This design comes from an exercise in tuning for small area, a short achievable clock period and few clock cycles per item on the open sky130 flow, not from production work. Only simulation tests tie the RTL to the original design; equivalence was not proved. Power figures rest on the tool's default switching activity, not on a simulated workload.

==> flow/design.v <==
package rop_pkg;
    localparam int MAX_RECTS = 128;
    localparam int IDX_W     = $clog2(MAX_RECTS);
    localparam int CNT_W     = $clog2(MAX_RECTS + 1);
    localparam int COL_W   = 7;
    localparam int ROW_W   = 5;
    localparam int GLYPH_W = 8;
    localparam int S_DATA_W = 48;
    localparam int M_DATA_W = 8;
    localparam int RECT_W   = 2*COL_W + 2*ROW_W + GLYPH_W;
    localparam int OUT_DEPTH = 5;
    localparam logic [GLYPH_W-1:0] SPACE_CHAR = 8'd32;
endpackage
module rop_table_ram (
    input  logic                                           i_clk,
    input  logic                                           i_shift,
    input  logic [rop_pkg::RECT_W-1:0]                     i_rect,
    input  logic [7:0]                                     i_vgt,
    input  logic [7:0]                                     i_veq,
    input  logic [15:0]                                    i_vlo,
    input  logic [rop_pkg::ROW_W-1:0]                      i_row,
    input  logic [rop_pkg::ROW_W-1:0]                      i_nrow,
    input  logic [rop_pkg::COL_W-1:0]                      i_col,
    input  logic [rop_pkg::COL_W-1:0]                      i_ncol,
    output logic [rop_pkg::MAX_RECTS-1:0]                  o_cover,
    output logic [rop_pkg::MAX_RECTS*rop_pkg::GLYPH_W-1:0] o_glyphs
);
    logic [rop_pkg::RECT_W-1:0] r_mem [0:rop_pkg::MAX_RECTS-1];
    function automatic logic ge_inv(input logic [6:0] x, input logic [6:0] ny, input int w);
        logic c;
        c = 1'b1;
        for (int b = 0; b < w; b++) c = (x[b] & ny[b]) | (x[b] & c) | (ny[b] & c);
        ge_inv = c;
    endfunction
    always_ff @(posedge i_clk) begin
        if (i_shift) begin
            r_mem[0] <= {i_rect[31:12], ~i_rect[11:0]};
            for (int i = 1; i < rop_pkg::MAX_RECTS; i++) r_mem[i] <= r_mem[i-1];
        end
    end
    always_comb begin
        for (int i = 0; i < rop_pkg::MAX_RECTS; i++) begin
            o_cover[i] = ge_inv(i_col, r_mem[i][6:0], 7) && ge_inv(r_mem[i][18:12], i_ncol, 7) &&
                         ge_inv({2'b0, i_row}, {2'b0, r_mem[i][11:7]}, 5) &&
                         ge_inv({2'b0, r_mem[i][23:19]}, {2'b0, i_nrow}, 5) &&
                         (i_vgt[i/16] || (i_veq[i/16] && i_vlo[i%16]));
            o_glyphs[i*rop_pkg::GLYPH_W +: rop_pkg::GLYPH_W] = r_mem[i][31:24];
        end
    end
endmodule
module rop_group_sel #(
    parameter int N = 128,
    parameter int G = 16
) (
    input  logic [N-1:0]                   i_cover,
    input  logic [N*rop_pkg::GLYPH_W-1:0]  i_glyphs,
    output logic [N/G-1:0]                 o_hit,
    output logic [N/G*rop_pkg::GLYPH_W-1:0] o_glyph
);
    localparam int GW = rop_pkg::GLYPH_W;
    always_comb begin
        for (int g = 0; g < N/G; g++) begin
            logic [G-1:0] c, p, sel;
            logic [GW-1:0] o;
            c = i_cover[g*G +: G];
            p = c;
            for (int s = 1; s < G; s = s * 2)
                for (int j = G - 1; j >= s; j--) p[j] = p[j] | p[j-s];
            sel = c & ~{p[G-2:0], 1'b0};
            o = '0;
            for (int j = 0; j < G; j++)
                o = o | ({GW{sel[j]}} & i_glyphs[(g*G+j)*GW +: GW]);
            o_glyph[g*GW +: GW] = o;
            o_hit[g] = p[G-1];
        end
    end
endmodule
module rop_final_sel #(
    parameter int NG = 8
) (
    input  logic [NG-1:0]                 i_hit,
    input  logic [NG*rop_pkg::GLYPH_W-1:0] i_glyph,
    output logic                          o_hit,
    output logic [rop_pkg::GLYPH_W-1:0]   o_glyph
);
    localparam int GW = rop_pkg::GLYPH_W;
    logic [NG-1:0] p, sel;
    logic [GW-1:0] o;
    always_comb begin
        p = i_hit;
        for (int s = 1; s < NG; s = s * 2)
            for (int j = NG - 1; j >= s; j--) p[j] = p[j] | p[j-s];
        sel = i_hit & ~{p[NG-2:0], 1'b0};
        o = '0;
        for (int j = 0; j < NG; j++)
            o = o | ({GW{sel[j]}} & i_glyph[j*GW +: GW]);
    end
    assign o_hit   = p[NG-1];
    assign o_glyph = p[NG-1] ? o : rop_pkg::SPACE_CHAR;
endmodule
module rectangle_overlay_pixel_lookup_top (
    input  logic                           i_clk,
    input  logic                           i_rst_n,
    input  logic                           i_s_tvalid,
    output logic                           o_s_tready,
    input  logic [rop_pkg::S_DATA_W-1:0]   i_s_tdata,
    input  logic [0:0]                     i_s_tuser,
    output logic                           o_m_tvalid,
    input  logic                           i_m_tready,
    output logic [rop_pkg::M_DATA_W-1:0]   o_m_tdata,
    output logic [0:0]                     o_m_tuser
);
    localparam int D  = rop_pkg::OUT_DEPTH;
    localparam int N  = rop_pkg::MAX_RECTS;
    localparam int G  = 32;
    localparam int NG = N / G;
    localparam int GW = rop_pkg::GLYPH_W;
    logic                         r_ready;
    logic [rop_pkg::CNT_W-1:0]    r_count;
    logic [$clog2(D+1)-1:0]       r_out;
    logic                         r_ld, r_q, r_cv, r_gv;
    logic [31:0]                  r_rect;
    logic [rop_pkg::ROW_W-1:0]    r_row, r_nrow;
    logic [rop_pkg::COL_W-1:0]    r_col, r_ncol;
    logic [N-1:0]                 r_cov;
    logic [7:0]                   r_vgt, r_veq;
    logic [15:0]                  r_vlo;
    logic [rop_pkg::CNT_W-1:0]    w_count;
    logic [NG-1:0]                r_ghit;
    logic [NG*GW-1:0]             r_gglyph;
    logic [D-1:0]                 r_qv;
    logic [8:0]                   r_qd [0:D-1];
    logic                         w_fire, w_qfire, w_lfire, w_take;
    logic [N-1:0]                 w_cover;
    logic [N*GW-1:0]              w_glyphs;
    logic [NG-1:0]                w_ghit;
    logic [NG*GW-1:0]             w_gglyph;
    logic                         w_hit;
    logic [GW-1:0]                w_glyph;
    logic [$clog2(D+1)-1:0]       w_out;
    assign w_fire  = i_s_tvalid && r_ready;
    assign w_qfire = w_fire && i_s_tuser[0];
    assign w_lfire = w_fire && !i_s_tuser[0] && !r_count[rop_pkg::CNT_W-1];
    assign w_take  = r_qv[0] && i_m_tready;
    assign w_out   = r_out + w_qfire - w_take;
    assign w_count = i_rst_n ? r_count + w_lfire : '0;
    rop_table_ram u_tab (
        .i_clk    (i_clk),
        .i_shift  (r_ld),
        .i_rect   (r_rect),
        .i_vgt    (r_vgt),
        .i_veq    (r_veq),
        .i_vlo    (r_vlo),
        .i_row    (r_row),
        .i_nrow   (r_nrow),
        .i_col    (r_col),
        .i_ncol   (r_ncol),
        .o_cover  (w_cover),
        .o_glyphs (w_glyphs)
    );
    rop_group_sel #(.N(N), .G(G)) u_gsel (
        .i_cover  (r_cov),
        .i_glyphs (w_glyphs),
        .o_hit    (w_ghit),
        .o_glyph  (w_gglyph)
    );
    rop_final_sel #(.NG(NG)) u_fsel (
        .i_hit    (r_ghit),
        .i_glyph  (r_gglyph),
        .o_hit    (w_hit),
        .o_glyph  (w_glyph)
    );
    always_ff @(posedge i_clk) begin
        r_rect   <= i_s_tdata[31:0];
        r_row    <= i_s_tdata[36:32];
        r_nrow   <= ~i_s_tdata[36:32];
        r_col    <= i_s_tdata[43:37];
        r_ncol   <= ~i_s_tdata[43:37];
        r_cov    <= w_cover;
        r_ghit   <= w_ghit;
        r_gglyph <= w_gglyph;
        r_count  <= w_count;
        for (int k = 0; k < 8; k++) begin
            r_vgt[k] <= (w_count[7:4] > 4'(k));
            r_veq[k] <= (w_count[7:4] == 4'(k));
        end
        for (int j = 0; j < 16; j++) r_vlo[j] <= (w_count[3:0] > 4'(j));
        if (!i_rst_n) begin
            r_ready <= 1'b1;
            r_out   <= '0;
            r_ld    <= 1'b0;
            r_q     <= 1'b0;
            r_cv    <= 1'b0;
            r_gv    <= 1'b0;
        end else begin
            r_ready <= (w_out < D);
            r_out   <= w_out;
            r_ld    <= w_lfire;
            r_q     <= w_qfire;
            r_cv    <= r_q;
            r_gv    <= r_cv;
        end
    end
    logic [D:0]  w_sv;
    logic [8:0]  w_sd [0:D];
    always_comb begin
        for (int k = 0; k < D; k++) begin
            w_sv[k] = w_take ? ((k + 1 < D) ? r_qv[(k+1)%D] : 1'b0) : r_qv[k];
            w_sd[k] = w_take ? r_qd[(k+1)%D] : r_qd[k];
        end
        w_sv[D] = 1'b0;
        w_sd[D] = '0;
    end
    always_ff @(posedge i_clk) begin
        if (!i_rst_n) begin
            r_qv    <= '0;
            r_qd[0] <= '0;
        end else begin
            for (int k = 0; k < D; k++) begin
                if (r_gv && !w_sv[k] && (k == 0 || w_sv[(k+D-1)%D]))
                    r_qd[k] <= {w_hit, w_glyph};
                else
                    r_qd[k] <= w_sd[k];
            end
            for (int k = 0; k < D; k++)
                r_qv[k] <= w_sv[k] || (r_gv && (k == 0 || w_sv[(k+D-1)%D]));
        end
    end
    assign o_s_tready = r_ready;
    assign o_m_tvalid = r_qv[0];
    assign o_m_tdata  = r_qd[0][7:0];
    assign o_m_tuser  = r_qd[0][8];
endmodule
Settings: LEC_CHECK=0, CAP_MARGIN=20, CORE_MARGIN=2, CORE_UTILIZATION=40, CTS_CLUSTER_DIAMETER=100, CTS_CLUSTER_SIZE=24, SETUP_SLACK_MARGIN=3.5, SLEW_MARGIN=20; clock period 6.0 ns.
run.sh (not shown) runs the stock make flow with config.mk's settings and CLKGATE_MAP_FILE= SYNTH_SCRIPT=/design/flow/synth_recipe.tcl, a recipe that flattens the netlist after the stock synthesis.
Testbench counts at the start, summed over its fixed seeds: cycles 2,542, queries 1,600.
Next try:
--- a/flow/design.v
+++ b/flow/design.v
@@ -110,11 +110,11 @@
     output logic [rop_pkg::M_DATA_W-1:0]   o_m_tdata,
     output logic [0:0]                     o_m_tuser
 );
     localparam int D  = rop_pkg::OUT_DEPTH;
     localparam int N  = rop_pkg::MAX_RECTS;
-    localparam int G  = 32;
+    localparam int G  = 16;
     localparam int NG = N / G;
     localparam int GW = rop_pkg::GLYPH_W;
     logic                         r_ready;
     logic [rop_pkg::CNT_W-1:0]    r_count;
     logic [$clog2(D+1)-1:0]       r_out;
Fmax came out lower by 1.9%.
Routed wire length came out higher by 5.1%.
Combinational power came out higher by 16%.
Clock skew came out lower by 0.031 ns.
Final area came out higher by 2.6%.
Global-route usage barely changes.
Testbench counts after the change, summed over its fixed seeds: cycles 2,542, queries 1,600.

## separate check: timing with driven ports
Ports are ideal in the flow. The routed layouts listed here were re-timed in OpenROAD.
Step 1 sets driving cells, clkbuf_16 on the clock port and buf_2 on the other inputs (assumed; they add their load-dependent delay and slew).
Step 2 moves the port delays by t, midway between the first and last clock arrival at a register: inputs arrive t later, outputs are due t later. That takes back most of the time a late clock gives input paths.
Three values: ideal, step 1, step 2; two values: the first two.
| run | t, ns | slack for setup (ns) | clock arrival spread, ns | slew at the worst register clock pin (ns) | cell pins on the clock port's net |
|---|---|---|---|---|---|
| the first run | 1.088 | 3.401 / 3.276 / 2.518 | 0.110 / 0.110 | 0.10 / 0.10 | 1 |
| the second run | 1.063 | 3.350 / 3.250 / 2.355 | 0.076 / 0.076 | 0.11 / 0.11 | 1 |
After both steps setup and hold are still met in every run listed. The setup slack of the second run, which loses most, moves by -0.100 ns with the drivers and by -0.995 ns with both steps.
